Background: an optimization exercise with open tools, aiming at small area and a short achievable clock period. Do not read the settings as production practice. At most, simulation tests tie the RTL to the original design; equivalence was not proved. The RTL of runs 1 to 5 was laid out without a check of its function. Power is estimated from default activity; no workload was simulated.

### design/flow/run.sh
#!/bin/bash
# synth_recipe.tcl (not shown) runs the flow's synth.tcl, then flattens the netlist and writes it again
# the make line also repeats each setting of config.mk as NAME=value (left out here)
make -C /OpenROAD-flow-scripts/flow DESIGN_CONFIG=/design/flow/config.mk WORK_HOME=/design/flow/orfs CLKGATE_MAP_FILE= SYNTH_SCRIPT=/design/flow/synth_recipe.tcl finish
### design/flow/config.mk
export PLATFORM = sky130hd
export DESIGN_NAME = eth_switch_2p
export DESIGN_NICKNAME = eth_switch_2p
export VERILOG_FILES = /design/flow/design.v
export SDC_FILE = /design/flow/constraint.sdc
export NUM_CORES = 4
export LEC_CHECK = 0
export CAP_MARGIN = 20
export CORE_MARGIN = 2
export CORE_UTILIZATION = 40
export SLEW_MARGIN = 20
### design/flow/constraint.sdc
create_clock -name core_clock -period 6.5 [get_ports {clk}]
set_input_delay 1.3000 -clock core_clock [delete_from_list [all_inputs] [get_ports {clk}]]
set_output_delay 1.3000 -clock core_clock [all_outputs]
set_load 0.01 [all_outputs]
### design/flow/design.v
package eth_sw_pkg;
    typedef logic [31:0] eth_word_t;
    typedef struct packed {
        logic      eop;
        eth_word_t data;
    } fifo_entry_t;
    typedef enum logic [1:0] {IDLE, SEND, GAP} egress_state_e;
    typedef enum logic {PORT_A, PORT_B} port_sel_e;
    localparam eth_word_t ADDR_A_DEF        = 32'hA0A0_A0A0;
    localparam eth_word_t ADDR_B_DEF        = 32'hB0B0_B0B0;
    localparam int        FIFO_DEPTH_DEF    = 32;
    localparam int        MAX_PKT_WORDS_DEF = 16;
endpackage
module eth_pkt_fifo
#(
    parameter eth_sw_pkg::eth_word_t ADDR_A        = eth_sw_pkg::ADDR_A_DEF,
    parameter eth_sw_pkg::eth_word_t ADDR_B        = eth_sw_pkg::ADDR_B_DEF,
    parameter int        FIFO_DEPTH    = eth_sw_pkg::FIFO_DEPTH_DEF,
    parameter int        MAX_PKT_WORDS = eth_sw_pkg::MAX_PKT_WORDS_DEF
) (
    input  logic        clk,
    input  logic        rst_n,
    input  logic        in_valid,
    input  logic [31:0] in_data,
    input  logic        pop,         
    input  logic        pop_last,    
    output logic [31:0] rd_data,     
    output logic        h_dest,      
    output logic        h_single,    
    output logic        pkt_avail,
    output logic        drop
);
    localparam int AW = $clog2(FIFO_DEPTH);
    localparam int WW = $clog2(MAX_PKT_WORDS + 1);
    localparam logic [AW:0]   MAX_USED = FIFO_DEPTH - MAX_PKT_WORDS;
    localparam logic [WW-1:0] MAX_W    = MAX_PKT_WORDS;
    logic [31:0]   mem [0:FIFO_DEPTH-1];
    logic [AW:0]   wr_ptr, rd_ptr, pkt_cnt, used;
    logic [AW-1:0] hdr_ptr, rd_inc, rd_nxt;
    logic [WW-1:0] wcnt;
    logic          prev_valid, storing, hdr_dest;
    logic          sop, match_a, match_b, admit, pay, commit;
    logic          we;
    logic [AW-1:0] waddr;
    logic [31:0]   wdata;
    logic [5:0]    hrec;
    logic [1:0]    nxt_rec;
    assign used = wr_ptr - rd_ptr;
    always_comb begin
        match_a = (in_data == ADDR_A);
        match_b = (in_data == ADDR_B);
        sop     = in_valid & ~prev_valid;
        admit   = sop & (match_a | match_b) & (used <= MAX_USED);
        pay     = in_valid & prev_valid & storing & (wcnt < MAX_W);
        commit  = ~in_valid & prev_valid & storing;
        drop    = sop & ~admit;
        hrec    = {4'(wcnt - 2'd2), (wcnt == WW'(1)), hdr_dest};
        we      = prev_valid & storing & (~in_valid | (wcnt < MAX_W));
        waddr   = in_valid ? wr_ptr[AW-1:0] : hdr_ptr;
        wdata   = {in_data[31:6], in_valid ? in_data[5:0] : hrec};
    end
    always_ff @(posedge clk) begin
        if (we) mem[waddr] <= wdata;
    end
    always_ff @(posedge clk) begin
        if (admit) begin
            hdr_ptr  <= wr_ptr[AW-1:0];
            hdr_dest <= match_b;
            wcnt     <= WW'(1);
        end else if (pay) begin
            wcnt <= wcnt + 1'b1;
        end
    end
    assign rd_inc = rd_ptr[AW-1:0] + 1'b1;
    assign rd_nxt = pop ? rd_inc : rd_ptr[AW-1:0];
    always_ff @(posedge clk) begin
        if (commit && (hdr_ptr == rd_nxt)) begin
            h_dest   <= hdr_dest;
            h_single <= (wcnt == WW'(1));
        end else if (pop) begin
            h_dest   <= nxt_rec[0];
            h_single <= nxt_rec[1];
        end
    end
    always_ff @(posedge clk or negedge rst_n) begin
        if (!rst_n) begin
            wr_ptr     <= '0;
            rd_ptr     <= '0;
            pkt_cnt    <= '0;
            prev_valid <= 1'b1;
            storing    <= 1'b0;
        end else begin
            prev_valid <= in_valid;
            if (admit | pay) wr_ptr <= wr_ptr + 1'b1;
            if (pop)         rd_ptr <= rd_ptr + 1'b1;
            if (admit)       storing <= 1'b1;
            else if (commit) storing <= 1'b0;
            case ({commit, pop & pop_last})
                2'b10:   pkt_cnt <= pkt_cnt + 1'b1;
                2'b01:   pkt_cnt <= pkt_cnt - 1'b1;
                default: pkt_cnt <= pkt_cnt;
            endcase
        end
    end
    logic [FIFO_DEPTH-1:0] rd_dec;
    always_comb begin
        rd_data = '0;
        nxt_rec = '0;
        for (int i = 0; i < FIFO_DEPTH; i++) begin
            rd_dec[i] = (rd_ptr[AW-1:0] == AW'(i));
            rd_data   = rd_data | ({32{rd_dec[i]}} & mem[i]);
            nxt_rec   = nxt_rec | ({2{rd_dec[i]}} & mem[(i + 1) % FIFO_DEPTH][1:0]);
        end
    end
    assign pkt_avail = (pkt_cnt != '0);
endmodule
module eth_switch_2p
#(
    parameter eth_sw_pkg::eth_word_t ADDR_A        = eth_sw_pkg::ADDR_A_DEF,
    parameter eth_sw_pkg::eth_word_t ADDR_B        = eth_sw_pkg::ADDR_B_DEF,
    parameter int        FIFO_DEPTH    = eth_sw_pkg::FIFO_DEPTH_DEF,
    parameter int        MAX_PKT_WORDS = eth_sw_pkg::MAX_PKT_WORDS_DEF
) (
    input  logic        clk,
    input  logic        rst_n,
    input  logic        Ain,
    input  logic [31:0] inDataA,
    input  logic        Bin,
    input  logic [31:0] inDataB,
    output logic        Aout,
    output logic [31:0] outDataA,
    output logic        Bout,
    output logic [31:0] outDataB,
    output logic [15:0] drop_cnt_a,
    output logic [15:0] drop_cnt_b
);
    logic [1:0]       pop, pop_last, pkt_avail, drop, h_dest, h_single, busy;
    logic [1:0][31:0] rd_data;
    logic [1:0][31:0] port_addr;
    logic [1:0][1:0]  cand;
    logic [1:0]       contend, gnt_v, gnt, grant, idle, send, last, src, load;
    logic [1:0][1:0]  state_q;
    logic [1:0][3:0]  rem_q;
    logic [1:0]       sel_q;
    logic [1:0]       rr_q;
    logic [1:0]       out_v;
    logic [1:0][31:0] out_d;
    logic [1:0][15:0] dcnt;
    assign port_addr[0] = ADDR_A;
    assign port_addr[1] = ADDR_B;
    for (genvar f = 0; f < 2; f++) begin : g_ing
        eth_pkt_fifo #(
            .ADDR_A(ADDR_A), .ADDR_B(ADDR_B),
            .FIFO_DEPTH(FIFO_DEPTH), .MAX_PKT_WORDS(MAX_PKT_WORDS)
        ) u_fifo (
            .clk(clk), .rst_n(rst_n),
            .in_valid((f == 0) ? Ain : Bin),
            .in_data((f == 0) ? inDataA : inDataB),
            .pop(pop[f]), .pop_last(pop_last[f]),
            .rd_data(rd_data[f]), .h_dest(h_dest[f]), .h_single(h_single[f]),
            .pkt_avail(pkt_avail[f]), .drop(drop[f])
        );
    end
    always_comb begin
        busy = '0;
        for (int p = 0; p < 2; p++) begin
            if (state_q[p] == eth_sw_pkg::SEND) busy[sel_q[p]] = 1'b1;
        end
        for (int p = 0; p < 2; p++) begin
            for (int f = 0; f < 2; f++) begin
                cand[p][f] = pkt_avail[f] & ~busy[f] & (h_dest[f] == p[0]);
            end
            contend[p] = &cand[p];
            gnt_v[p]   = |cand[p];
            gnt[p]     = contend[p] ? rr_q[p] : (cand[p][0] ? 1'b0 : 1'b1);
            idle[p]    = (state_q[p] == eth_sw_pkg::IDLE);
            send[p]    = (state_q[p] == eth_sw_pkg::SEND);
            grant[p]   = idle[p] & gnt_v[p];
            last[p]    = idle[p] ? h_single[gnt[p]] : (rem_q[p] == 4'd0);
            src[p]     = idle[p] ? gnt[p] : sel_q[p];
            load[p]    = grant[p] | send[p];
        end
        pop      = '0;
        pop_last = '0;
        for (int p = 0; p < 2; p++) begin
            if (load[p]) begin
                pop[src[p]]      = 1'b1;
                pop_last[src[p]] = last[p];
            end
        end
    end
    always_ff @(posedge clk or negedge rst_n) begin
        if (!rst_n) begin
            for (int p = 0; p < 2; p++) begin
                state_q[p] <= eth_sw_pkg::IDLE;
                sel_q[p]   <= 1'b0;
                rr_q[p]    <= 1'b0;
            end
        end else begin
            for (int p = 0; p < 2; p++) begin
                case (state_q[p])
                    eth_sw_pkg::IDLE: if (gnt_v[p]) state_q[p] <= last[p] ? eth_sw_pkg::GAP : eth_sw_pkg::SEND;
                    eth_sw_pkg::SEND: if (last[p])  state_q[p] <= eth_sw_pkg::GAP;
                    default:          state_q[p] <= eth_sw_pkg::IDLE;
                endcase
                if (grant[p]) sel_q[p] <= gnt[p];
                if (idle[p] && contend[p]) rr_q[p] <= ~gnt[p];
            end
        end
    end
    always_ff @(posedge clk) begin
        for (int p = 0; p < 2; p++) begin
            if (grant[p])     rem_q[p] <= rd_data[gnt[p]][5:2];
            else if (send[p]) rem_q[p] <= rem_q[p] - 1'b1;
        end
    end
    always_ff @(posedge clk or negedge rst_n) begin
        if (!rst_n) begin
            for (int p = 0; p < 2; p++) begin
                out_v[p] <= 1'b0;
                out_d[p] <= '0;
                dcnt[p]  <= '0;
            end
        end else begin
            for (int p = 0; p < 2; p++) begin
                out_v[p] <= load[p];
                out_d[p] <= grant[p] ? port_addr[p] : (send[p] ? rd_data[sel_q[p]] : '0);
                if (drop[p] && (dcnt[p] != 16'hFFFF)) dcnt[p] <= dcnt[p] + 1'b1;
            end
        end
    end
    assign Aout       = out_v[0];
    assign outDataA   = out_d[0];
    assign Bout       = out_v[1];
    assign outDataB   = out_d[1];
    assign drop_cnt_a = dcnt[0];
    assign drop_cnt_b = dcnt[1];
endmodule
==> results of run 1 <==
==> final cells by class <==
class	instances	area (sq um)	area share
Timing Repair Buffer	436	3880	0.0399
Clock inverter	137	1320	0.0136
Inverter	45	169	0.00174
Tap cell	2704	3380	0.0348
Multi-Input combinational cell	2139	16700	0.171
Antenna cell	11	27.5	0.000283
Sequential cell	2228	66100	0.679
Clock buffer	271	5780	0.0594
==> kinds of logic after synthesis <==
family | share of synthesized area
multiplexers | 0.00371
flip-flops | 0.797
AO/OA/AOI/OAI | 0.116
buffers and inverters | 0.0150
AND/OR/NAND/NOR | 0.0517
XOR/XNOR | 0.00884
adder cells (fa/ha/maj) | 0.00742
==> registers in the layout, indices dropped and copies added, names as in the netlist <==
signal	count
state_q	4
dcnt	32
g_ing.u_fifo.hdr_dest	2
rr_q	2
sel_q	2
g_ing.u_fifo.pkt_cnt	12
g_ing.u_fifo.hdr_ptr	10
g_ing.u_fifo.mem	2048
g_ing.u_fifo.wcnt	10
g_ing.u_fifo.wr_ptr	12
g_ing.u_fifo.h_single	2
g_ing.u_fifo.rd_ptr	12
rem_q	8
out_d	64
g_ing.u_fifo.storing	2
g_ing.u_fifo.prev_valid	2
out_v	2
g_ing.u_fifo.h_dest	2
==> power by group through the flow <==
stage / Clock [mW] / Sequential (mW) / Combinational [mW]
6_report: 12.5 / 16.4 / 9.25
5_1_grt: 13.2 / 16.4 / 9.65
4_1_cts: 12.6 / 16.4 / 9.13
3_5_place_dp: 0 / 16.7 / 9.10
3_3_place_gp: 0 / 16.7 / 9.02
2_1_floorplan: 0 / 16.6 / 4.17
==> layer usage <==
metal  wire (um)  vias up  GRT usage
li1            -    20600          -
met1      107000    26700      0.360
met2      137000     4058      0.432
met3       37100      740     0.0687
met4       13000       14      0.111
met5          87        -          0
==> how the worst min path moves through the flow <==
stage	from	end	depth (start not counted)
2_1_floorplan	g_ing[0].u_fifo.pkt_cnt[5]$_DFFE_PN0P_	g_ing[0].u_fifo.pkt_cnt[5]$_DFFE_PN0P_	1
3_3_place_gp	g_ing[0].u_fifo.pkt_cnt[5]$_DFFE_PN0P_	g_ing[0].u_fifo.pkt_cnt[5]$_DFFE_PN0P_	1
3_5_place_dp	g_ing[0].u_fifo.pkt_cnt[5]$_DFFE_PN0P_	g_ing[0].u_fifo.pkt_cnt[5]$_DFFE_PN0P_	1
4_1_cts	rst_n	out_d[44]$_DFF_PN0_	1
5_1_grt	rst_n	out_d[42]$_DFF_PN0_	1
6_report	rst_n	out_d[55]$_DFF_PN0_	1
==> worst max-delay path, delay by kind of cell, from the launching register on <==
family | cells | cell delay [ps]
simple gates | 4 | 1950
buf+inv | 1 | 300
compound gates | 4 | 1140
flops | 1 | 790
==> placed cells by master, fill, tap and decap left out, types with 10 or more instances in the layout <==
master and n:
a21oi_1 21, xnor2_1 41, edfxtp_1 2072, buf_12 16
bufinv_16 15, nand2_1 114, nor2_1 67, dfxtp_1 10
clkinv_1 41, ha_1 42, buf_4 254, nor4b_1 13
o22ai_1 38, nand4_1 206, nand3_1 45, nor4_1 26
diode_2 11, and4b_2 14, or4_1 12, nand2b_1 21
dfrtp_1 144, clkbuf_16 221, clkbuf_1 44, clkinv_2 47
a22oi_1 589, or3_1 11, o21ai_0 35, clkdlybuf4s50_1 162
a221oi_1 149, a22o_1 152, xor2_1 39, nor2_4 78
nor3_1 56, nor4bb_4 12, mux2_2 12, o21ai_1 26
a222oi_1 136, nor3_2 18, inv_1 45
==> flow_summary.json, run 1 <==
{
  "status": "complete, no violations",
  "final_nets": 5186,
  "p_sw_mw": 12.3,
  "drc_errors": 0,
  "place_congestion": 0.885,
  "drive_gt1_frac": 0.150,
  "critPathMaxFanout": 27,
  "total_power_mw": 38.2,
  "final-setup-viol-count": 0,
  "p_clk_frac": 0.329,
  "wl_per_cell_um": 36.9,
  "worst_r2r_endpoint": "rem_q[0]$_DFFE_PN_",
  "slowest_stage": "nor3_2",
  "min_path_type": "in2async",
  "grt_max_degree": 66,
  "synth_cell_type_count": 77,
  "arrival_ps": 5070,
  "crit_end": "rem_q[0]$_DFFE_PN_",
  "rows": 167,
  "synthTopCellsByCount": "2072 x edfxtp_1, 589 x a22oi_1, 251 x clkbuf_1, 206 x nand4_1, 152 x a22o_1",
  "slowest_delay_ps": 890,
  "num_vias": 52000,
  "fillers": 17200,
  "finalSetupTns_ps": 0,
  "hpwl_mm": 165,
  "yosys-top-cells-area": "edfxtp_1 75%, a22oi_1 5.3%, dfrtp_1 4.3%, a222oi_1 1.6%, a22o_1 1.6%",
  "hold_violations": 0,
  "regToRegSetupSlack_ps": 2020,
  "yosys_warnings": 2,
  "drv_cap": 0,
  "viasPerCell": 6.53,
  "synth-edff-count": 2072,
  "startpoint_type": "flip-flop",
  "vdd.ir_drop.worst_uv": 313,
  "required_ps": 7090,
  "p_leak_nw": 31.0,
  "die_h_um": 459,
  "async_flop_share": 0.0655,
  "relSlewSlack": 0.165,
  "path_clk_slew_ps": 60,
  "postCtsHoldBufs": 0,
  "reg2regPathDepth": 9,
  "r2r_start": "g_ing[1].u_fifo.rd_ptr[2]$_DFFE_PN0N_",
  "dieArea_sq_um": 211000,
  "grt_pass1_vias": 49300,
  "cp_cell_sequence": "and4b_2 > buf_12 > a22o_1 > a221oi_1 > nand4_1 > nor3_2 > o22ai_1 > nand2_1 > o21ai_0",
  "period_needed_ps": 4480,
  "post-place-ws_ps": 1280,
  "cts-root-buf": "clkbuf_16",
  "clock_latency_ps": 890,
  "p_sw_frac": 0.322,
  "cts-htree-levels": 4,
  "area_delta_synth_final_pct": 17.3,
  "cts_buffers": 220,
  "antenna_found_initial": 16,
  "cts_sinks": 2228,
  "p_int_mw": 25.9,
  "postLayoutCellArea_sq_um": 97300,
  "io_buffers": 165,
  "yosysTopAreaCell": "edfxtp_1",
  "place_area_sq_um": 90200,
  "cts_buffer_depth": 3,
  "drt_pre_antenna_iters": 10,
  "grt_pass1_wl_mm": 402,
  "synthCells": 4689,
  "synth_top_area_share": 0.750,
  "drtIter0Drc": 9676,
  "netlist_area_sq_um": 82900,
  "combPwrFrac": 0.242,
  "ctsResizeCount": 0,
  "cts_tree": "built",
  "post_cts_buffers": 0,
  "wirelength_mm": 294,
  "ys_ff_latch": 2228,
  "setup_ws_ps": 2020,
  "critPathKind": "reg2reg",
  "start_util": 0.401,
  "globalRouteTotalUtil": 0.273,
  "crit_path_end_kind": "flip-flop",
  "synth_most_common_cell": "edfxtp_1",
  "utilization": 0.471,
  "skew_ps": 79.2,
  "hold_ws_ps": 407,
  "min_period_over_period": 0.690,
  "grt_overflow": 0,
  "coreArea_sq_um": 207000,
  "dominantRegCellSynth": "edfxtp_1",
  "pin_count": 166,
  "postRouteAntennaNets": 0,
  "maxSlewViolCount": 0,
  "synth_nets": 4805,
  "die_x_um": 459,
  "synth.yosys.seq_area_share": 0.797,
  "placedCellCount": 7551,
  "rsz0062_at_grt": "false",
  "power_density_nw_per_um2": 392,
  "tightest_slew_ps": 1240,
  "cp-startpoint": "g_ing[1].u_fifo.rd_ptr[2]$_DFFE_PN0N_",
  "synth_area_per_cell_sq_um": 17.7,
  "seqPwrFrac": 0.429,
  "max_freq_ghz": 0.223,
  "stdcell_count": 7971
}
==> run 2, diff against run 1 <==
--- a/design/flow/design.v
+++ b/design/flow/design.v
@@ -33,9 +33,12 @@
     localparam int AW = $clog2(FIFO_DEPTH);
     localparam int WW = $clog2(MAX_PKT_WORDS + 1);
-    localparam logic [AW:0]   MAX_USED = FIFO_DEPTH - MAX_PKT_WORDS;
+    localparam logic [AW:0]   MAX_USED = FIFO_DEPTH - MAX_PKT_WORDS;   
     localparam logic [WW-1:0] MAX_W    = MAX_PKT_WORDS;
     logic [31:0]   mem [0:FIFO_DEPTH-1];
-    logic [AW:0]   wr_ptr, rd_ptr, pkt_cnt, used;
-    logic [AW-1:0] hdr_ptr, rd_inc, rd_nxt;
+    logic [AW-1:0] wr_ptr, rd_ptr;
+    logic [AW:0]   pkt_cnt, used;
+    logic          room, avail;
+    logic          wr_en, pop_eop;
+    logic [AW-1:0] hdr_ptr, rd_inc;
     logic [WW-1:0] wcnt;
     logic          prev_valid, storing, hdr_dest;
@@ -46,16 +49,17 @@
     logic [5:0]    hrec;
     logic [1:0]    nxt_rec;
-    assign used = wr_ptr - rd_ptr;
     always_comb begin
         match_a = (in_data == ADDR_A);
         match_b = (in_data == ADDR_B);
         sop     = in_valid & ~prev_valid;
-        admit   = sop & (match_a | match_b) & (used <= MAX_USED);
+        admit   = sop & (match_a | match_b) & room;
         pay     = in_valid & prev_valid & storing & (wcnt < MAX_W);
         commit  = ~in_valid & prev_valid & storing;
         drop    = sop & ~admit;
+        wr_en   = admit | pay;
+        pop_eop = pop & pop_last;
         hrec    = {4'(wcnt - 2'd2), (wcnt == WW'(1)), hdr_dest};
         we      = prev_valid & storing & (~in_valid | (wcnt < MAX_W));
-        waddr   = in_valid ? wr_ptr[AW-1:0] : hdr_ptr;
+        waddr   = in_valid ? wr_ptr : hdr_ptr;
         wdata   = {in_data[31:6], in_valid ? in_data[5:0] : hrec};
     end
@@ -65,5 +69,5 @@
     always_ff @(posedge clk) begin
         if (admit) begin
-            hdr_ptr  <= wr_ptr[AW-1:0];
+            hdr_ptr  <= wr_ptr;
             hdr_dest <= match_b;
             wcnt     <= WW'(1);
@@ -72,8 +76,7 @@
         end
     end
-    assign rd_inc = rd_ptr[AW-1:0] + 1'b1;
-    assign rd_nxt = pop ? rd_inc : rd_ptr[AW-1:0];
-    always_ff @(posedge clk) begin
-        if (commit && (hdr_ptr == rd_nxt)) begin
+    assign rd_inc = rd_ptr + 1'b1;
+    always_ff @(posedge clk) begin
+        if (commit && (pop ? (hdr_ptr == rd_inc) : (hdr_ptr == rd_ptr))) begin
             h_dest   <= hdr_dest;
             h_single <= (wcnt == WW'(1));
@@ -87,17 +90,37 @@
             wr_ptr     <= '0;
             rd_ptr     <= '0;
+            used       <= '0;
+            room       <= 1'b1;
             pkt_cnt    <= '0;
+            avail      <= 1'b0;
             prev_valid <= 1'b1;
             storing    <= 1'b0;
         end else begin
             prev_valid <= in_valid;
-            if (admit | pay) wr_ptr <= wr_ptr + 1'b1;
-            if (pop)         rd_ptr <= rd_ptr + 1'b1;
+            if (wr_en) wr_ptr <= wr_ptr + 1'b1;
+            if (pop)   rd_ptr <= rd_ptr + 1'b1;
             if (admit)       storing <= 1'b1;
             else if (commit) storing <= 1'b0;
-            case ({commit, pop & pop_last})
-                2'b10:   pkt_cnt <= pkt_cnt + 1'b1;
-                2'b01:   pkt_cnt <= pkt_cnt - 1'b1;
-                default: pkt_cnt <= pkt_cnt;
+            case ({wr_en, pop})
+                2'b10: begin
+                    used <= used + 1'b1;
+                    room <= (used < MAX_USED);
+                end
+                2'b01: begin
+                    used <= used - 1'b1;
+                    room <= (used <= MAX_USED + 1'b1);
+                end
+                default: ;
+            endcase
+            case ({commit, pop_eop})
+                2'b10: begin
+                    pkt_cnt <= pkt_cnt + 1'b1;
+                    avail   <= 1'b1;
+                end
+                2'b01: begin
+                    pkt_cnt <= pkt_cnt - 1'b1;
+                    avail   <= (pkt_cnt != (AW+1)'(1));
+                end
+                default: ;
             endcase
         end
@@ -108,10 +131,10 @@
         nxt_rec = '0;
         for (int i = 0; i < FIFO_DEPTH; i++) begin
-            rd_dec[i] = (rd_ptr[AW-1:0] == AW'(i));
+            rd_dec[i] = (rd_ptr == AW'(i));
             rd_data   = rd_data | ({32{rd_dec[i]}} & mem[i]);
             nxt_rec   = nxt_rec | ({2{rd_dec[i]}} & mem[(i + 1) % FIFO_DEPTH][1:0]);
         end
     end
-    assign pkt_avail = (pkt_cnt != '0);
+    assign pkt_avail = avail;
 endmodule
 module eth_switch_2p
@@ -215,4 +238,14 @@
         end
     end
+    logic [1:0][15:0] dcnt_inc;
+    logic [1:0]       dcnt_full;
+    always_comb begin
+        for (int p = 0; p < 2; p++) begin
+            dcnt_full[p] = &dcnt[p];
+            for (int i = 0; i < 16; i++) begin
+                dcnt_inc[p][i] = dcnt[p][i] ^ ((dcnt[p] & ((16'd1 << i) - 16'd1)) == ((16'd1 << i) - 16'd1));
+            end
+        end
+    end
     always_ff @(posedge clk or negedge rst_n) begin
         if (!rst_n) begin
@@ -226,5 +259,5 @@
                 out_v[p] <= load[p];
                 out_d[p] <= grant[p] ? port_addr[p] : (send[p] ? rd_data[sel_q[p]] : '0);
-                if (drop[p] && (dcnt[p] != 16'hFFFF)) dcnt[p] <= dcnt[p] + 1'b1;
+                if (drop[p] && !dcnt_full[p]) dcnt[p] <= dcnt_inc[p];
             end
         end
--- a/design/flow/config.mk
+++ b/design/flow/config.mk
@@ -9,3 +9,4 @@
 export CORE_MARGIN = 2
 export CORE_UTILIZATION = 40
+export SETUP_SLACK_MARGIN = 3.5
 export SLEW_MARGIN = 20
==> flow_summary.json, run 2 <==
{
  "cts-htree-levels": 4,
  "ys_ff_latch": 2240,
  "drtIter0Drc": 9615,
  "grt_pass1_wl_mm": 427,
  "netlist_area_sq_um": 82800,
  "place_congestion": 0.871,
  "synth_top_area_share": 0.751,
  "drive_gt1_frac": 0.246,
  "io_buffers": 165,
  "total_power_mw": 41.7,
  "critPathMaxFanout": 3,
  "grt_overflow": 0,
  "hold_violations": 0,
  "cts-root-buf": "clkbuf_16",
  "required_ps": 7230,
  "dieArea_sq_um": 211000,
  "rows": 167,
  "coreArea_sq_um": 206000,
  "grt_max_degree": 111,
  "synth_cell_type_count": 79,
  "path_buf_inv": 5,
  "yosys_warnings": 2,
  "final_nets": 5544,
  "mostFrequentLayoutCells": "2072 x edfxtp_1, 655 x a22oi_1, 438 x buf_4",
  "crit_family": "buffers and inverters",
  "postRouteAntennaNets": 0,
  "antenna_found_initial": 12,
  "area_delta_synth_final_pct": 24.9,
  "largest_reg_flops": 2048,
  "arrival_ps": 4160,
  "postCtsHoldBufs": 0,
  "power_density_nw_per_um2": 403,
  "cts_buffers": 223,
  "vdd.ir_drop.worst_uv": 329,
  "synth_area_per_cell_sq_um": 17.7,
  "cts_tree": "built",
  "wirelength_mm": 315,
  "synthCells": 4670,
  "finalSetupTns_ps": 0,
  "slowest_delay_ps": 410,
  "synthTopCellsByCount": "2072 x edfxtp_1, 656 x a22oi_1, 214 x clkbuf_1, 213 x nand4_1, 171 x nor2_1",
  "synth_most_common_cell": "edfxtp_1",
  "synth-edff-count": 2072,
  "start_util": 0.401,
  "crit_path_end_kind": "flip-flop",
  "dominantRegCellSynth": "edfxtp_1",
  "globalRouteTotalUtil": 0.293,
  "viasPerCell": 6.54,
  "setup_ws_ps": 3060,
  "yosysTopAreaCell": "edfxtp_1",
  "skew_ps": 46.9,
  "hold_ws_ps": 469,
  "status": "complete, no violations",
  "synth_nets": 4790,
  "startpoint_type": "primary input",
  "path_clk_slew_ps": 60,
  "fillers": 16800,
  "drv_cap": 0,
  "min_path_type": "reg2reg",
  "yosys-top-cells-area": "edfxtp_1 75%, a22oi_1 5.9%, dfrtp_1 4.7%, a222oi_1 1.6%, nand4_1 1.6%",
  "post-place-ws_ps": 1030,
  "drt_pre_antenna_iters": 6,
  "regMostFlops": "g_ing.u_fifo.mem",
  "critPathKind": "in2reg",
  "cts_buffer_depth": 3,
  "pin_count": 166,
  "p_leak_nw": 34.5,
  "min_period_over_period": 0.529,
  "cts_sinks": 2240,
  "rsz0062_at_grt": "true",
  "slowest_stage": "nor4b_4",
  "final_common_cell": "edfxtp_1",
  "maxSlewViolCount": 0,
  "period_needed_ps": 3440,
  "wl_per_cell_um": 37.8,
  "num_vias": 54500,
  "hpwl_mm": 171,
  "die_h_um": 459,
  "max_freq_ghz": 0.291,
  "tightest_slew_ps": 1180,
  "grt_pass1_vias": 52000,
  "cp_cell_sequence": "buf_8 > buf_12 > nor4b_4 > buf_4 > nand4_1 > a2111oi_4 > buf_4 > nor2_4 > ha_4 > buf_12 > ha_4 > a21oi_4 > o21bai_1 > a21oi_1 > xnor2_1 > nor2_1 > xor2_1",
  "drc_errors": 0,
  "relSlewSlack": 0.213,
  "reg.largest.list": "g_ing.u_fifo.mem: 2048 flops, out_d: 64 flops, dcnt: 32 flops",
  "clock_latency_ps": 860,
  "async_flop_share": 0.0705,
  "synth.yosys.seq_area_share": 0.801,
  "die_x_um": 459,
  "regArea_sq_um": 66400,
  "final-setup-viol-count": 0,
  "multiInputGateArea_sq_um": 18200
}
-- run 2: changes by cell type in the layout (fill, tap and decap cells not counted), moves of 26 or more --
cell / delta
a22o_1: -33
bufbuf_16: +29
dlygate4sd2_1: +115
nand2_1: -36
clkdlybuf4s50_1: -162
a221oi_1: -42
clkinv_1: +26
buf_12: +78
buf_6: +48
a22oi_1: +66
nor3_1: -34
buf_4: +184
nor2_4: +36
-- run 2: routing by layer --
metal | global-route usage | vias to the layer above | wire, um
li1 | - | 21200 | -
met1 | 0.359 | 27800 | 106000
met2 | 0.474 | 4413 | 148000
met3 | 0.0684 | 1038 | 38000
met4 | 0.171 | 10 | 23300
met5 | 0 | - | 72
-- run 2: final timing paths --
path | from | to | slack, ps | cells after the start
worst max register to register | state_q[0]$_DFFE_PN0P_ | g_ing[0].u_fifo.h_dest$_DFFE_PP_ | 3320 | 11
max in group asynchronous | rst_n | dcnt[9]$_DFFE_PN0P_ | 4590 | 2
worst max-delay path | inDataB[10] | g_ing[1].u_fifo.used[5]$_DFFE_PN0P_ | 3060 | 17
worst min register to register | g_ing[1].u_fifo.pkt_cnt[5]$_DFFE_PN0P_ | g_ing[1].u_fifo.pkt_cnt[5]$_DFFE_PN0P_ | 470 | 1
worst min-delay path | g_ing[1].u_fifo.pkt_cnt[5]$_DFFE_PN0P_ | g_ing[1].u_fifo.pkt_cnt[5]$_DFFE_PN0P_ | 470 | 1
min in group asynchronous | rst_n | out_d[7]$_DFF_PN0_ | 600 | 1
-- run 2: where the power goes --
| group | switching (mW) | total [mW] | internal, mW |
|---|---|---|---|
| Sequential | 0.334 | 16.6 | 16.2 |
| Clock | 5.61 | 12.7 | 7.06 |
| Combinational | 7.65 | 12.5 | 4.85 |
| Total | 13.6 | 41.7 | 28.1 |
-- run 2: what timing repair did --
item	in CTS	in global routing
endpoints found under the hold margin	0	0
setup buffers	266	40
pin swaps	146	71
endpoints found under the setup margin	1546	262
gates cloned	33	2
gates resized for setup	675	100
-- run 2: cell type report --
cell class | instances | area share
clock inverters | 142 | 0.0118
flip-flops and latches | 2240 | 0.642
clock buffers | 277 | 0.0569
repair buffers | 777 | 0.0792
multi-input cells | 2133 | 0.176
diodes | 11 | 0.000266
inverters | 49 | 0.00185
well taps | 2704 | 0.0327
-- run 2: logic make-up (layout without fill, tap and decap cells) --
logic type / count (synthesis) / count (layout) / synth area share
AO/OA/AOI/OAI: 1208 / 1208 / 0.115
XOR/XNOR: 86 / 86 / 0.00926
adder cells (fa/ha/maj): 52 / 52 / 0.00803
buffers and inverters: 301 / 1245 / 0.0140
flip-flops: 2240 / 2240 / 0.801
multiplexers: 27 / 27 / 0.00353
other: 0 / 11 / 0
AND/OR/NAND/NOR: 756 / 760 / 0.0488
-- run 2: metrics by stage --
stage	std cells	utilization	area, sq um
2_1_floorplan	4670	-	83900
3_3_place_gp	7558	0.438	90500
3_5_place_dp	7562	0.439	90600
4_1_cts	8280	0.497	103000
5_1_grt	8325	0.501	103000
6_report	8333	0.501	103000
-- run 2: worst reg2reg max path: cells and delay by family, from the launching register on --
family | cells | cell delay (ps)
AND/OR/NAND/NOR | 3 | 840
buffers and inverters | 3 | 450
multiplexers | 2 | 620
AO/OA/AOI/OAI | 3 | 560
flip-flops | 1 | 440
==> run 3, diff against run 2 <==
--- a/design/flow/config.mk
+++ b/design/flow/config.mk
@@ -8,5 +8,5 @@
 export CAP_MARGIN = 20
 export CORE_MARGIN = 2
-export CORE_UTILIZATION = 40
+export CORE_UTILIZATION = 60
 export SETUP_SLACK_MARGIN = 3.5
 export SLEW_MARGIN = 20
==> flow_summary.json, run 3 <==
{
  "status": "complete, no violations",
  "async_flop_share": 0.0705,
  "die_h_um": 376,
  "critPathKind": "in2reg",
  "postCtsHoldBufs": 0,
  "synthCells": 4670,
  "synth_cell_type_count": 79,
  "final_common_cell": "edfxtp_1",
  "total_power_mw": 40.9,
  "pin_count": 166,
  "regMostFlops": "g_ing.u_fifo.mem",
  "regArea_sq_um": 66400,
  "rows": 136,
  "viasPerCell": 7.45,
  "drive_gt1_frac": 0.260,
  "path_clk_slew_ps": 60,
  "synth_nets": 4790,
  "final-setup-viol-count": 0,
  "final_nets": 5635,
  "required_ps": 7220,
  "grt_pass1_wl_mm": 422,
  "reg.largest.list": "g_ing.u_fifo.mem: 2048 flops, out_d: 64 flops, dcnt: 32 flops",
  "drv_cap": 0,
  "cts_sinks": 2240,
  "min_period_over_period": 0.568,
  "io_buffers": 165,
  "cts_buffers": 213,
  "dieArea_sq_um": 141000,
  "synthTopCellsByCount": "2072 x edfxtp_1, 656 x a22oi_1, 214 x clkbuf_1, 213 x nand4_1, 171 x nor2_1",
  "dominantRegCellSynth": "edfxtp_1",
  "yosys_warnings": 2,
  "drtIter0Drc": 10600,
  "die_x_um": 376,
  "wl_per_cell_um": 42.0,
  "maxSlewViolCount": 0,
  "clock_latency_ps": 840,
  "rsz0062_at_grt": "true",
  "largest_reg_flops": 2048,
  "max_freq_ghz": 0.271,
  "vdd.ir_drop.worst_uv": 302,
  "synth.yosys.seq_area_share": 0.801,
  "start_util": 0.603,
  "skew_ps": 30.6,
  "period_needed_ps": 3690,
  "synth_most_common_cell": "edfxtp_1",
  "crit_path_end_kind": "flip-flop",
  "p_leak_nw": 34.9,
  "fillers": 8126,
  "synth_area_per_cell_sq_um": 17.7,
  "min_path_type": "reg2reg",
  "grt_pass1_vias": 51800,
  "cts_buffer_depth": 3,
  "synth-edff-count": 2072,
  "netlist_area_sq_um": 82800,
  "arrival_ps": 4410,
  "tightest_slew_ps": 1340,
  "globalRouteTotalUtil": 0.439,
  "postRouteAntennaNets": 0,
  "grt_max_degree": 104,
  "multiInputGateArea_sq_um": 18200,
  "relSlewSlack": 0.106,
  "yosys-top-cells-area": "edfxtp_1 75%, a22oi_1 5.9%, dfrtp_1 4.7%, a222oi_1 1.6%, nand4_1 1.6%",
  "antenna_found_initial": 12,
  "drt_pre_antenna_iters": 10,
  "hold_ws_ps": 476,
  "grt_overflow": 0,
  "place_congestion": 0.900,
  "cts_tree": "built",
  "ys_ff_latch": 2240,
  "critPathMaxFanout": 4,
  "area_delta_synth_final_pct": 24.4,
  "hpwl_mm": 167,
  "power_density_nw_per_um2": 397,
  "finalSetupTns_ps": 0,
  "hold_violations": 0,
  "mostFrequentLayoutCells": "2072 x edfxtp_1, 654 x a22oi_1, 493 x buf_4",
  "cts-root-buf": "clkbuf_16",
  "startpoint_type": "primary input",
  "coreArea_sq_um": 137000,
  "drc_errors": 0,
  "wirelength_mm": 315,
  "yosysTopAreaCell": "edfxtp_1",
  "cts-htree-levels": 4,
  "synth_top_area_share": 0.751,
  "num_vias": 55800
}
==> run 3: logic make-up (layout without fill, tap and decap cells) <==
| group | after synthesis | in the layout | synth area share |
|---|---|---|---|
| fa+ha+maj | 52 | 52 | 0.00803 |
| flops | 2240 | 2240 | 0.801 |
| simple gates | 756 | 763 | 0.0488 |
| buf+inv | 301 | 1315 | 0.0140 |
| compound gates | 1208 | 1208 | 0.115 |
| xor+xnor | 86 | 86 | 0.00926 |
| mux | 27 | 27 | 0.00353 |
| other cells | 0 | 5 | 0 |
==> run 3: power by group <==
part	internal (mW)	leakage (nW)	switching (mW)	total, mW
clock network	6.55	3.23	5.34	11.9
registers	16.2	20.7	0.365	16.6
logic	4.91	10.9	7.51	12.4
total	27.7	34.9	13.2	40.9
==> run 3: what timing repair did <==
item | 4_1_cts | 5_1_grt
pin swaps | 151 | 116
resized for setup | 654 | 188
endpoints found under the setup margin | 1924 | 387
setup buffers | 255 | 129
cloned | 43 | 6
==> run 3: cell type report <==
class | count | area share
Multi-Input combinational cell | 2136 | 0.177
Clock inverter | 102 | 0.00693
Timing Repair Buffer | 875 | 0.0916
Inverter | 49 | 0.00199
Antenna cell | 5 | 0.000121
Clock buffer | 289 | 0.0567
Tap cell | 1794 | 0.0218
Sequential cell | 2240 | 0.644
==> run 3: metrics by stage <==
stage,area (sq um),instances,utilization,setup WS (ps)
2_1_floorplan,83900,4670,-,2350
4_1_cts,101000,7349,0.736,2990
3_5_place_dp,89500,6660,0.652,661
3_3_place_gp,89300,6652,0.651,570
5_1_grt,103000,7488,0.751,2750
6_report,103000,7490,0.751,2810
==> run 3: per-layer routing <==
layer  share of wire  global-route usage
met5         0.00026                   0
met4           0.082               0.281
met3            0.14               0.112
met2            0.45               0.678
met1            0.33               0.561
==> run 3: path summary, 6_finish.rpt <==
path / startpoint / to / slack (ps) / depth (start not counted)
min reg2reg: g_ing[1].u_fifo.used[5]$_DFFE_PN0P_ / g_ing[1].u_fifo.used[5]$_DFFE_PN0P_ / 480 / 1
max reg2reg: g_ing[0].u_fifo.room$_DFFE_PN1P_ / g_ing[0].u_fifo.used[5]$_DFFE_PN0P_ / 3310 / 14
min: g_ing[1].u_fifo.used[5]$_DFFE_PN0P_ / g_ing[1].u_fifo.used[5]$_DFFE_PN0P_ / 480 / 1
max: inDataA[21] / g_ing[0].u_fifo.used[5]$_DFFE_PN0P_ / 2810 / 17
min in group asynchronous: rst_n / out_v[0]$_DFF_PN0_ / 580 / 1
max in group asynchronous: rst_n / g_ing[0].u_fifo.rd_ptr[4]$_DFFE_PN0N_ / 4510 / 2
==> run 3: worst max-delay path, stage by stage <==
cell,delay (ps)
clkdlybuf4s15_2,240
buf_12,120
nor4bb_4,510
nand3_2,180
a2111oi_4,310
buf_6,180
or2_4,140
inv_4,50
ha_4,170
ha_4,200
a21o_1,160
a21oi_2,170
o21bai_1,90
a21oi_1,170
xnor2_1,160
nor2_1,90
xor2_1,140
==> run 4, diff against run 3 <==
--- a/design/flow/design.v
+++ b/design/flow/design.v
@@ -36,17 +36,12 @@
     localparam logic [WW-1:0] MAX_W    = MAX_PKT_WORDS;
     logic [31:0]   mem [0:FIFO_DEPTH-1];
-    logic [AW-1:0] wr_ptr, rd_ptr;
+    logic [AW-1:0] wr_ptr, rd_ptr, hdr_ptr;
     logic [AW:0]   pkt_cnt, used;
-    logic          room, avail;
-    logic          wr_en, pop_eop;
-    logic [AW-1:0] hdr_ptr, rd_inc;
     logic [WW-1:0] wcnt;
-    logic          prev_valid, storing, hdr_dest;
-    logic          sop, match_a, match_b, admit, pay, commit;
-    logic          we;
-    logic [AW-1:0] waddr;
+    logic          prev_valid, storing, hdr_dest, room, avail;
+    logic          sop, match_a, match_b, admit, pay_ok, pay, commit, wr_en, pop_eop;
+    logic [5:0]    hrec;
     logic [31:0]   wdata;
-    logic [5:0]    hrec;
-    logic [1:0]    nxt_rec;
+    logic [FIFO_DEPTH-1:0] wr_dec, hdr_dec, rd_dec, we;
     always_comb begin
         match_a = (in_data == ADDR_A);
@@ -54,5 +49,6 @@
         sop     = in_valid & ~prev_valid;
         admit   = sop & (match_a | match_b) & room;
-        pay     = in_valid & prev_valid & storing & (wcnt < MAX_W);
+        pay_ok  = prev_valid & storing & (wcnt < MAX_W);
+        pay     = in_valid & pay_ok;
         commit  = ~in_valid & prev_valid & storing;
         drop    = sop & ~admit;
@@ -60,10 +56,17 @@
         pop_eop = pop & pop_last;
         hrec    = {4'(wcnt - 2'd2), (wcnt == WW'(1)), hdr_dest};
-        we      = prev_valid & storing & (~in_valid | (wcnt < MAX_W));
-        waddr   = in_valid ? wr_ptr : hdr_ptr;
         wdata   = {in_data[31:6], in_valid ? in_data[5:0] : hrec};
     end
-    always_ff @(posedge clk) begin
-        if (we) mem[waddr] <= wdata;
+    always_comb begin
+        for (int i = 0; i < FIFO_DEPTH; i++) begin
+            wr_dec[i]  = pay_ok & (wr_ptr == AW'(i));
+            hdr_dec[i] = prev_valid & storing & (hdr_ptr == AW'(i));
+            we[i]      = in_valid ? wr_dec[i] : hdr_dec[i];
+        end
+    end
+    always_ff @(posedge clk) begin
+        for (int i = 0; i < FIFO_DEPTH; i++) begin
+            if (we[i]) mem[i] <= wdata;
+        end
     end
     always_ff @(posedge clk) begin
@@ -76,7 +79,19 @@
         end
     end
-    assign rd_inc = rd_ptr + 1'b1;
-    always_ff @(posedge clk) begin
-        if (commit && (pop ? (hdr_ptr == rd_inc) : (hdr_ptr == rd_ptr))) begin
+    logic [1:0] nxt_rec;
+    always_comb begin
+        rd_data = '0;
+        nxt_rec = '0;
+        for (int i = 0; i < FIFO_DEPTH; i++) begin
+            rd_dec[i] = (rd_ptr == AW'(i));
+            rd_data   = rd_data | ({32{rd_dec[i]}} & mem[i]);
+            nxt_rec   = nxt_rec | ({2{rd_dec[i]}} & mem[(i + 1) % FIFO_DEPTH][1:0]);
+        end
+    end
+    logic hit_cur, hit_nxt;
+    assign hit_cur = (hdr_ptr == rd_ptr);
+    assign hit_nxt = (hdr_ptr == AW'(rd_ptr + 1'b1));
+    always_ff @(posedge clk) begin
+        if (commit && (pop ? hit_nxt : hit_cur)) begin
             h_dest   <= hdr_dest;
             h_single <= (wcnt == WW'(1));
@@ -86,4 +101,9 @@
         end
     end
+    logic [AW:0] used_up, used_dn, cnt_up, cnt_dn;
+    assign used_up = used + 1'b1;
+    assign used_dn = ~(~used + 1'b1);
+    assign cnt_up  = pkt_cnt + 1'b1;
+    assign cnt_dn  = ~(~pkt_cnt + 1'b1);
     always_ff @(posedge clk or negedge rst_n) begin
         if (!rst_n) begin
@@ -102,36 +122,18 @@
             if (admit)       storing <= 1'b1;
             else if (commit) storing <= 1'b0;
-            case ({wr_en, pop})
-                2'b10: begin
-                    used <= used + 1'b1;
-                    room <= (used < MAX_USED);
-                end
-                2'b01: begin
-                    used <= used - 1'b1;
-                    room <= (used <= MAX_USED + 1'b1);
-                end
-                default: ;
-            endcase
-            case ({commit, pop_eop})
-                2'b10: begin
-                    pkt_cnt <= pkt_cnt + 1'b1;
-                    avail   <= 1'b1;
-                end
-                2'b01: begin
-                    pkt_cnt <= pkt_cnt - 1'b1;
-                    avail   <= (pkt_cnt != (AW+1)'(1));
-                end
-                default: ;
-            endcase
-        end
-    end
-    logic [FIFO_DEPTH-1:0] rd_dec;
-    always_comb begin
-        rd_data = '0;
-        nxt_rec = '0;
-        for (int i = 0; i < FIFO_DEPTH; i++) begin
-            rd_dec[i] = (rd_ptr == AW'(i));
-            rd_data   = rd_data | ({32{rd_dec[i]}} & mem[i]);
-            nxt_rec   = nxt_rec | ({2{rd_dec[i]}} & mem[(i + 1) % FIFO_DEPTH][1:0]);
+            if (wr_en & ~pop) begin
+                used <= used_up;
+                room <= (used < MAX_USED);
+            end else if (pop & ~wr_en) begin
+                used <= used_dn;
+                room <= (used <= MAX_USED + 1'b1);
+            end
+            if (commit & ~pop_eop) begin
+                pkt_cnt <= cnt_up;
+                avail   <= 1'b1;
+            end else if (pop_eop & ~commit) begin
+                pkt_cnt <= cnt_dn;
+                avail   <= (pkt_cnt != (AW+1)'(1));
+            end
         end
     end
--- a/design/flow/config.mk
+++ b/design/flow/config.mk
@@ -8,5 +8,5 @@
 export CAP_MARGIN = 20
 export CORE_MARGIN = 2
-export CORE_UTILIZATION = 60
-export SETUP_SLACK_MARGIN = 3.5
+export CORE_UTILIZATION = 40
+export SETUP_SLACK_MARGIN = 3.8
 export SLEW_MARGIN = 20
==> flow_summary.json, run 4 <==
{
  "status": "complete, no violations",
  "ys_ff_latch": 2240,
  "yosysTopAreaCell": "edfxtp_1",
  "max_freq_ghz": 0.326,
  "grt_pass1_wl_mm": 450,
  "min_period_over_period": 0.472,
  "yosys-top-cells-area": "edfxtp_1 75%, a22oi_1 6.2%, dfrtp_1 4.6%, nand4_1 1.6%, a222oi_1 1.6%",
  "reg.largest.list": "g_ing.u_fifo.mem: 2048 flops, out_d: 64 flops, dcnt: 32 flops",
  "drv_cap": 0,
  "rsz0062_at_grt": "true",
  "drc_errors": 0,
  "antenna_found_initial": 20,
  "grt_overflow": 0,
  "io_buffers": 165,
  "pin_count": 166,
  "synth_nets": 4864,
  "postRouteAntennaNets": 0,
  "p_sw_mw": 14.1,
  "rows": 167,
  "combPwrFrac": 0.324,
  "die_x_um": 461,
  "seqPwrFrac": 0.384,
  "wirelength_mm": 341,
  "hpwl_mm": 163,
  "die_h_um": 461,
  "finalSetupTns_ps": 0,
  "grt_pass1_vias": 53200,
  "critPathMaxFanout": 4,
  "p_sw_frac": 0.327,
  "synth-edff-count": 2072,
  "final-setup-viol-count": 0,
  "synth_most_common_cell": "edfxtp_1",
  "synthCells": 4738,
  "grt_max_degree": 127,
  "num_vias": 57600,
  "skew_ps": 59.6,
  "relSlewSlack": 0.236,
  "viasPerCell": 6.69,
  "critPathKind": "reg2reg",
  "cts_buffer_depth": 3,
  "final_nets": 5750,
  "maxSlewViolCount": 0,
  "synth_area_per_cell_sq_um": 17.6,
  "reg2regPathDepth": 12,
  "final_common_cell": "edfxtp_1",
  "drive_gt1_frac": 0.315,
  "wl_per_cell_um": 39.6,
  "power_density_nw_per_um2": 394,
  "utilization": 0.527,
  "synth_top_area_share": 0.746,
  "coreArea_sq_um": 207000,
  "tightest_slew_ps": 1150,
  "period_needed_ps": 3070,
  "drt_pre_antenna_iters": 7,
  "cts-htree-levels": 4,
  "synth.yosys.seq_area_share": 0.796,
  "p_leak_nw": 36.6,
  "p_int_mw": 29.0,
  "crit_path_end_kind": "flip-flop",
  "synth_cell_type_count": 69,
  "hold_violations": 0,
  "vdd.ir_drop.worst_uv": 320,
  "async_flop_share": 0.0705,
  "synthTopCellsByCount": "2072 x edfxtp_1, 692 x a22oi_1, 288 x clkbuf_1, 219 x nand4_1, 154 x dfrtp_1",
  "cts-root-buf": "clkbuf_16",
  "yosys_warnings": 3,
  "cts_buffers": 220,
  "required_ps": 7230,
  "min_path_type": "in2async",
  "cts_sinks": 2240,
  "dominantRegCellSynth": "edfxtp_1",
  "startpoint_type": "flip-flop",
  "drtIter0Drc": 11500,
  "globalRouteTotalUtil": 0.310,
  "dieArea_sq_um": 212000,
  "place_congestion": 0.873,
  "area_delta_synth_final_pct": 31.0,
  "p_clk_frac": 0.291,
  "path_clk_slew_ps": 60,
  "regMostFlops": "g_ing.u_fifo.mem",
  "clock_latency_ps": 900,
  "netlist_area_sq_um": 83400,
  "postCtsHoldBufs": 0,
  "mostFrequentLayoutCells": "2072 x edfxtp_1, 676 x a22oi_1, 418 x buf_4",
  "cts_tree": "built",
  "largest_reg_flops": 2048,
  "arrival_ps": 3800,
  "start_util": 0.403
}
## run 4: cell types whose count changed after synthesis, sizes merged, moves of 17 or more
| cell | previous run | this run |
|---|---|---|
| and4b | 4 | 22 |
| nor4bb | 10 | 29 |
| nor2 | 171 | 67 |
| a221oi | 114 | 97 |
| a22o | 119 | 97 |
| nand3 | 58 | 75 |
| o22ai | 46 | 101 |
| a22oi | 656 | 692 |
| nand2 | 113 | 93 |
| clkbuf | 215 | 288 |
## run 4: final cells by class
type	count	area, sq um
clock buffer	286	5970
timing repair buffer	981	12200
inverter	38	160
clock inverter	119	1040
sequential	2240	66400
tap	2788	3490
fill	16100	98000
multi-input combinational	2143	20000
antenna	16	40.0
## run 4: per-layer routing
layer  wire [um]  share of wire  GRT usage
met1      119000           0.35      0.416
met2      143000           0.42      0.441
met3       57800           0.17      0.116
met4       20900          0.061      0.153
met5         181        0.00053   0.000918
## run 4: power groups by stage
stage | logic, mW | clock network (mW) | registers, mW
finish | 14.0 | 12.6 | 16.6
global route | 14.3 | 13.2 | 16.6
CTS | 12.5 | 12.6 | 16.5
detailed placement | 8.94 | 0 | 16.9
global placement | 8.84 | 0 | 16.9
floorplan | 4.23 | 0 | 16.8
## run 4: cells by family after synthesis
group / synth area share
muxes: 0.00303
DFF: 0.796
adders and majority gates: 0.00870
buffers and inverters: 0.0163
AOI/OAI and AO/OA: 0.116
and+or+nand+nor: 0.0514
xor gates and xnor gates: 0.00861
## run 4: per-stage QoR
step                      hold WS (ps)  cells  cell area, sq um  power, mW  setup WS (ps)
final                              302   8611            109000       43.1           3430
after global routing               311   8600            109000       44.0           3370
after CTS                          271   8456            107000       41.6           3530
after detailed placement           454   7620             91700       25.9           1350
after global placement             449   7617             91700       25.8           1370
after floorplan                    434   4738             85200       21.1           3020
## run 4: final timing paths
check	endpoint	startpoint	slack (ps)
max	out_d[19]$_DFF_PN0_	g_ing[0].u_fifo.rd_ptr[1]$_DFFE_PN0N_	3430
max reg2reg	out_d[19]$_DFF_PN0_	g_ing[0].u_fifo.rd_ptr[1]$_DFFE_PN0N_	3430
min in group core_clock	rr_q[0]$_DFFE_PN0P_	rr_q[0]$_DFFE_PN0P_	490
max in group asynchronous	dcnt[4]$_DFFE_PN0P_	rst_n	5000
min	out_d[5]$_DFF_PN0_	rst_n	300
min reg2reg	rr_q[0]$_DFFE_PN0P_	rr_q[0]$_DFFE_PN0P_	490
## run 4: timing repair
item,CTS,global route
pin swaps,298,199
endpoints found under the setup margin,2367,794
setup buffers,357,130
gates cloned,74,9
gates resized for setup,1341,262
## run 4: critical path, stage by stage, from the launching register on
cell and delay (ps):
dfrtp_2 440, buf_6 130, ha_4 160, and3_4 160, ha_4 180, buf_16 140
buf_12 140, buf_8 140, a222oi_1 590, nand4_1 270, nor3_2 270, buf_6 200
o22ai_4 80
==> run 5, diff against run 4 <==
==> design/flow/flow/run.sh (new file) <==
#!/bin/bash
# The standard layout, with port buffers of a plain buffer cell instead of the flow's default pick.
set -euo pipefail
bash standard.sh "BUFFER_PORTS_ARGS=-buffer_cell sky130_fd_sc_hd__buf_4" finish > make_finish.log 2>&1
==> design/flow/standard.sh (new file) <==
#!/bin/bash
# synth_recipe.tcl (not shown) runs the flow's synth.tcl, then flattens the netlist and writes it again
# the make line also repeats each setting of config.mk as NAME=value (left out here)
make -C /OpenROAD-flow-scripts/flow DESIGN_CONFIG=/design/flow/config.mk WORK_HOME=/design/flow/orfs CLKGATE_MAP_FILE= SYNTH_SCRIPT=/design/flow/synth_recipe.tcl "${@:-finish}"
removed: design/flow/run.sh
==> flow_summary.json, run 5 <==
{
  "status": "complete, no violations",
  "cts_buffer_depth": 3,
  "regToRegSetupSlack_ps": 3170,
  "viasPerCell": 6.66,
  "io_buffers": 165,
  "largest_reg_flops": 2048,
  "maxSlewViolCount": 0,
  "hpwl_mm": 163,
  "synth.yosys.seq_area_share": 0.796,
  "synth_fa_ha_area_frac": 0.00870,
  "synth_top_family_by_area": "compound AO/OA/AOI/OAI gates",
  "dieArea_sq_um": 212000,
  "tightest_slew_ps": 1170,
  "place_area_sq_um": 90700,
  "synth-edff-count": 2072,
  "rows": 167,
  "cp_cell_sequence": "ha_4 > and3_4 > ha_4 > buf_12 > buf_12 > a222oi_1 > nand4_1 > or4_4 > nand2_1 > o21ai_1",
  "relSlewSlack": 0.221,
  "skew_ps": 116,
  "ys_ff_latch": 2240,
  "fillers": 16300,
  "final-setup-viol-count": 0,
  "final_nets": 5590,
  "cts_tree": "built",
  "yosys_warnings": 3,
  "startpoint_type": "flip-flop",
  "regMostFlops": "g_ing.u_fifo.mem",
  "grt_pass1_wl_mm": 442,
  "postLayoutCellArea_sq_um": 107000,
  "yosysTopAreaCell": "edfxtp_1",
  "cts_buffers": 220,
  "crit_path_end_kind": "flip-flop",
  "grt_pass1_vias": 52700,
  "path_clk_slew_ps": 70,
  "finalSetupTns_ps": 0,
  "drive_gt1_frac": 0.299,
  "arrival_ps": 4040,
  "synth_compound_area_frac": 0.116,
  "path_buf_inv": 2,
  "wl_per_cell_um": 39.0,
  "power_density_nw_per_um2": 406,
  "globalRouteTotalUtil": 0.303,
  "die_x_um": 461,
  "num_vias": 56300,
  "min_period_over_period": 0.512,
  "cts-root-buf": "clkbuf_16",
  "crit_family": "simple AND/OR/NAND/NOR gates",
  "stdcell_count": 8449,
  "drv_cap": 0,
  "coreArea_sq_um": 207000,
  "critPathMaxFanout": 4,
  "pin_count": 166,
  "max_freq_ghz": 0.301,
  "postCtsHoldBufs": 0,
  "synth_nets": 4864,
  "synthTopCellsByCount": "2072 x edfxtp_1, 692 x a22oi_1, 288 x clkbuf_1, 219 x nand4_1, 154 x dfrtp_1",
  "vdd.ir_drop.worst_uv": 303,
  "p_leak_nw": 35.4,
  "postRouteAntennaNets": 0,
  "yosys-top-cells-area": "edfxtp_1 75%, a22oi_1 6.2%, dfrtp_1 4.6%, nand4_1 1.6%, a222oi_1 1.6%",
  "antenna_found_initial": 19,
  "grt_overflow": 0,
  "placedCellCount": 7560,
  "drt_pre_antenna_iters": 8,
  "synthCells": 4738,
  "async_flop_share": 0.0705,
  "required_ps": 7220,
  "place_congestion": 0.887,
  "mostFrequentLayoutCells": "2072 x edfxtp_1, 673 x a22oi_1, 389 x buf_4",
  "critPathKind": "reg2reg",
  "synth_top_area_share": 0.746,
  "die_h_um": 461,
  "hold_ws_ps": 467,
  "area_delta_synth_final_pct": 28.7,
  "synth_area_per_cell_sq_um": 17.6,
  "hold_violations": 0,
  "synth.area.mux_share": 0.00303,
  "slowest_delay_ps": 890,
  "slowest_stage": "a222oi_1",
  "dominantRegCellSynth": "edfxtp_1",
  "total_power_mw": 43.6,
  "synth_most_common_cell": "edfxtp_1",
  "period_needed_ps": 3330,
  "drtIter0Drc": 11100,
  "min_path_type": "in2async",
  "grt_max_degree": 86,
  "synth_xor_area_frac": 0.00861,
  "yosys.area_share.simple": 0.0514,
  "synth_cell_type_count": 69,
  "cts-htree-levels": 4,
  "clock_latency_ps": 920,
  "final_common_cell": "edfxtp_1",
  "wirelength_mm": 330,
  "netlist_area_sq_um": 83400,
  "rsz0062_at_grt": "true",
  "start_util": 0.403,
  "drc_errors": 0,
  "reg.largest.list": "g_ing.u_fifo.mem: 2048 flops, out_d: 64 flops, dcnt: 32 flops",
  "cts_sinks": 2240
}
==> run 5: what timing repair did <==
item / CTS / global route
setup buffers: 348 / 76
pin swaps: 270 / 173
setup endpoints to repair: 2267 / 547
resized for setup: 746 / 214
gates cloned: 38 / 8
==> run 5: final timing paths <==
path	start	end	cells after the start
worst max-delay path	g_ing[0].u_fifo.rd_ptr[1]$_DFFE_PN0N_	out_d[9]$_DFF_PN0_	10
worst min-delay path	rst_n	g_ing[0].u_fifo.pkt_cnt[4]$_DFFE_PN0P_	1
worst max register to register	g_ing[0].u_fifo.rd_ptr[1]$_DFFE_PN0N_	out_d[9]$_DFF_PN0_	10
worst min register to register	rr_q[0]$_DFFE_PN0P_	rr_q[0]$_DFFE_PN0P_	1
max in group asynchronous	rst_n	g_ing[1].u_fifo.rd_ptr[3]$_DFFE_PN0N_	2
min in group core_clock	rr_q[0]$_DFFE_PN0P_	rr_q[0]$_DFFE_PN0P_	1
==> run 5: layout make-up <==
type,instances,area [sq um],share of cell area
Multi-Input combinational cell,2143,19900,0.185
Sequential cell,2240,66400,0.618
Tap cell,2788,3490,0.0325
Clock buffer,252,5690,0.0530
Antenna cell,11,27.5,0.000256
Inverter,38,158,0.00147
Timing Repair Buffer,821,9980,0.0929
Clock inverter,156,1770,0.0165
==> run 5: cells by family (layout without fill, tap and decap cells) <==
group,count (synthesis),in the layout
flops,2240,2240
compound gates,1252,1254
simple gates,724,726
buf+inv,359,1267
xor+xnor,82,82
fa+ha+maj,58,58
mux,23,23
other cells,0,11
==> run 5: power breakdown <==
group	switching, mW	total [mW]	internal (mW)	leakage, nW
Clock	5.77	13.1	7.36	3.62
Sequential	0.365	16.6	16.2	20.7
Combinational	8.12	13.9	5.79	11.0
==> run 5: per-stage QoR <==
stage,utilization,setup WS (ps)
4_1_cts,0.509,3370
2_1_floorplan,-,3020
3_3_place_gp,0.437,1950
5_1_grt,0.518,3150
6_report,0.518,3170
3_5_place_dp,0.437,1920
==> run 5: per-layer routing <==
metal  global-route usage  part of all wire
met2                0.445              0.43
met1                0.408              0.35
met4                0.140             0.059
met5                    0           0.00034
met3               0.0978              0.16
==> run 6, diff against run 5 <==
--- a/design/flow/design.v
+++ b/design/flow/design.v
@@ -84,5 +84,4 @@
         nxt_rec = '0;
         for (int i = 0; i < FIFO_DEPTH; i++) begin
-            rd_dec[i] = (rd_ptr == AW'(i));
             rd_data   = rd_data | ({32{rd_dec[i]}} & mem[i]);
             nxt_rec   = nxt_rec | ({2{rd_dec[i]}} & mem[(i + 1) % FIFO_DEPTH][1:0]);
@@ -110,4 +109,5 @@
             wr_ptr     <= '0;
             rd_ptr     <= '0;
+            rd_dec     <= FIFO_DEPTH'(1);
             used       <= '0;
             room       <= 1'b1;
@@ -119,5 +119,8 @@
             prev_valid <= in_valid;
             if (wr_en) wr_ptr <= wr_ptr + 1'b1;
-            if (pop)   rd_ptr <= rd_ptr + 1'b1;
+            if (pop) begin
+                rd_ptr <= rd_ptr + 1'b1;
+                rd_dec <= {rd_dec[FIFO_DEPTH-2:0], rd_dec[FIFO_DEPTH-1]};
+            end
             if (admit)       storing <= 1'b1;
             else if (commit) storing <= 1'b0;
==> design/flow/run.sh (new file) <==
#!/bin/bash
# synth_recipe.tcl (not shown) runs the flow's synth.tcl, then flattens the netlist and writes it again
# the make line also repeats each setting of config.mk as NAME=value (left out here)
make -C /OpenROAD-flow-scripts/flow DESIGN_CONFIG=/design/flow/config.mk WORK_HOME=/design/flow/orfs CLKGATE_MAP_FILE= SYNTH_SCRIPT=/design/flow/synth_recipe.tcl finish
removed: design/flow/flow/run.sh
removed: design/flow/standard.sh
==> flow_summary.json, run 6 <==
{
  "status": "complete, no violations",
  "regMostFlops": "g_ing.u_fifo.mem",
  "required_ps": 7110,
  "path_clk_slew_ps": 70,
  "cts_buffers": 224,
  "grt_pass1_wl_mm": 429,
  "stdcell_count": 8546,
  "final-setup-viol-count": 0,
  "utilization": 0.497,
  "cts_sinks": 2304,
  "power_density_nw_per_um2": 324,
  "die_h_um": 466,
  "dominantRegCellSynth": "edfxtp_1",
  "globalRouteTotalUtil": 0.284,
  "critPathMaxFanout": 5,
  "antenna_found_initial": 13,
  "synthCells": 4905,
  "final_common_cell": "edfxtp_1",
  "worst_r2r_endpoint": "g_ing[0].u_fifo.h_dest$_DFFE_PP_",
  "p_sw_mw": 8.45,
  "rows": 169,
  "synth.yosys.seq_area_share": 0.795,
  "relSlewSlack": 0.227,
  "min_from": "g_ing[0].u_fifo.pkt_cnt[5]$_DFFE_PN0P_",
  "min_period_over_period": 0.493,
  "synth_area_per_cell_sq_um": 17.4,
  "cts_buffer_depth": 3,
  "cts-root-buf": "clkbuf_16",
  "postRouteAntennaNets": 0,
  "place_area_sq_um": 92800,
  "crit_path_end_kind": "flip-flop",
  "io_buffers": 165,
  "grt_overflow": 0,
  "coreArea_sq_um": 212000,
  "hpwl_mm": 160,
  "vdd.ir_drop.worst_uv": 294,
  "largest_reg_flops": 2048,
  "arrival_ps": 3810,
  "skew_ps": 71.4,
  "clock_latency_ps": 910,
  "p_sw_frac": 0.247,
  "setup_ws_ps": 3290,
  "start_util": 0.403,
  "netlist_area_sq_um": 85500,
  "startpoint_type": "flip-flop",
  "finalSetupTns_ps": 0,
  "drv_cap": 0,
  "grt_busiest_layer": "met2",
  "yosys_warnings": 3,
  "reg2regPathDepth": 10,
  "min_path_type": "reg2reg",
  "total_power_mw": 34.2,
  "regToRegSetupSlack_ps": 3290,
  "final_nets": 5638,
  "hold_violations": 0,
  "grt_max_degree": 112,
  "maxSlewViolCount": 0,
  "p_clk_frac": 0.386,
  "grt_pass1_vias": 52500,
  "drive_gt1_frac": 0.249,
  "met3_usage": 0.0560,
  "whs_path_depth": 1,
  "r2r_start": "state_q[2]$_DFFE_PN0P_",
  "synth_top_area_share": 0.728,
  "ys_ff_latch": 2304,
  "grtUsageMet1": 0.369,
  "multiInputGateArea_sq_um": 18600,
  "p_int_mw": 25.8,
  "num_vias": 55100,
  "regArea_sq_um": 68200,
  "yosysTopAreaCell": "edfxtp_1",
  "period_needed_ps": 3210,
  "use_met2": 0.460,
  "post-place-ws_ps": 1210,
  "mostFrequentLayoutCells": "2072 x edfxtp_1, 812 x a22oi_1, 337 x buf_4",
  "postLayoutCellArea_sq_um": 106000,
  "max_freq_ghz": 0.312,
  "seqPwrFrac": 0.490,
  "die_x_um": 466,
  "synth-edff-count": 2072,
  "cts_tree": "built",
  "tightest_slew_ps": 1150,
  "place_congestion": 0.852,
  "reg.largest.list": "g_ing.u_fifo.mem: 2048 flops, g_ing.u_fifo.rd_dec: 64 flops, out_d: 64 flops",
  "drt_pre_antenna_iters": 6,
  "synth_nets": 5021,
  "fillers": 17300,
  "hold_ws_ps": 456,
  "area_delta_synth_final_pct": 23.5,
  "placedCellCount": 7779,
  "viasPerCell": 6.45,
  "combPwrFrac": 0.123,
  "drtIter0Drc": 9132,
  "async_flop_share": 0.0964,
  "wl_per_cell_um": 37.0,
  "dieArea_sq_um": 218000,
  "pin_count": 166,
  "wirelength_mm": 316,
  "synth_cell_type_count": 74,
  "cts-htree-levels": 4,
  "critPathKind": "reg2reg",
  "synthTopCellsByCount": "2072 x edfxtp_1, 819 x a22oi_1, 271 x clkbuf_1, 216 x dfrtp_1, 185 x a22o_1",
  "p_leak_nw": 35.7,
  "drc_errors": 0,
  "synth_most_common_cell": "edfxtp_1",
  "hold_path_end": "g_ing[0].u_fifo.pkt_cnt[5]$_DFFE_PN0P_",
  "rsz0062_at_grt": "true",
  "yosys-top-cells-area": "edfxtp_1 73%, a22oi_1 7.2%, dfrtp_1 6.3%, a22o_1 1.9%, a221oi_1 1.4%"
}
[run 6: per-layer routing]
layer / wire length (um) / up-vias
met2: 150000 / 4079
met4: 17700 / 12
met1: 112000 / 28600
met3: 36600 / 820
met5: 69 / -
li1: - / 21600
[run 6: worst max-delay path by stage]
| stage | startpoint | end |
|---|---|---|
| global route | state_q[2]$_DFFE_PN0P_ | g_ing[0].u_fifo.pkt_cnt[5]$_DFFE_PN0P_ |
| detailed placement | inDataB[19] | g_ing[1].u_fifo.used[5]$_DFFE_PN0P_ |
| floorplan | inDataB[4] | g_ing[1].u_fifo.used[5]$_DFFE_PN0P_ |
| finish | state_q[2]$_DFFE_PN0P_ | g_ing[0].u_fifo.h_dest$_DFFE_PP_ |
| global placement | inDataB[19] | g_ing[1].u_fifo.used[5]$_DFFE_PN0P_ |
| CTS | state_q[2]$_DFFE_PN0P_ | g_ing[1].u_fifo.pkt_cnt[5]$_DFFE_PN0P_ |
[run 6: logic make-up (layout without fill, tap and decap cells)]
| logic type | Yosys count | after routing | synth area share |
|---|---|---|---|
| flip-flops | 2304 | 2304 | 0.795 |
| adder cells (fa/ha/maj) | 48 | 48 | 0.00702 |
| XOR/XNOR | 84 | 84 | 0.00876 |
| buffers and inverters | 351 | 1162 | 0.0155 |
| other | 0 | 6 | 0 |
| multiplexers | 67 | 67 | 0.00872 |
| AND/OR/NAND/NOR | 736 | 739 | 0.0469 |
| AO/OA/AOI/OAI | 1315 | 1315 | 0.118 |
[run 6: area by class of cell]
class	count	area share
tap	2821	0.0334
multi-input combinational	2253	0.176
timing repair inverter	1	0.0000829
clock inverter	128	0.0134
timing repair buffer	705	0.0722
antenna	6	0.000142
inverter	33	0.00133
clock buffer	295	0.0579
sequential	2304	0.645
[run 6: timing repair]
action / CTS / global route
buffers inserted: 221 / 77
setup endpoints to repair: 2363 / 795
gates resized for setup: 992 / 226
hold buffers: 0 / 0
pin swaps: 76 / 48
cloned: 37 / 3
[run 6: worst max-delay path: stages, from the launching register on]
cell	delay [ps]
dfrtp_4	480
nor3b_4	170
buf_12	120
or3_4	350
buf_4	160
a2111o_1	420
nand2_8	170
nand4_1	200
mux2i_1	220
nor4_4	320
mux2_1	350
[run 6: power groups by stage]
stage	Combinational (mW)	Sequential, mW	Clock [mW]
6_report	4.22	16.8	13.2
5_1_grt	4.43	16.8	13.9
4_1_cts	3.88	16.8	13.3
3_5_place_dp	2.67	17.1	0
3_3_place_gp	2.64	17.1	0
2_1_floorplan	1.75	17.0	0

-- static timing again, ports no longer ideal --
Ports are ideal in the flow. The routed layouts listed here were re-timed in OpenROAD. Step 1 sets driving cells, clkbuf_16 on the clock port and buf_2 on the other inputs (assumed; they add their load-dependent delay and slew). Step 2 times the ports against the registers' clock, not the clock port: input delays grow and output delays shrink by t, the midpoint of the rising clock arrivals with the driver on. Three values: ideal, step 1, step 2; two values: the first two.
run	t (ns)	slack for setup (ns)	cell pins on the clock port's net
run 1	0.941	2.018 / 2.018 / 1.165	1
run 2	0.928	3.062 / 3.082 / 2.154	1
run 3	0.915	2.810 / 2.875 / 1.960	1
run 4	0.959	3.432 / 3.432 / 2.776	1
run 5	0.952	3.173 / 3.173 / 2.752	1
run 6	0.961	3.295 / 3.295 / 2.524	1
After both steps setup and hold are still met in every run listed. The setup slack of run 2, which loses most, moves by +0.020 ns with the drivers and by -0.908 ns with both steps.
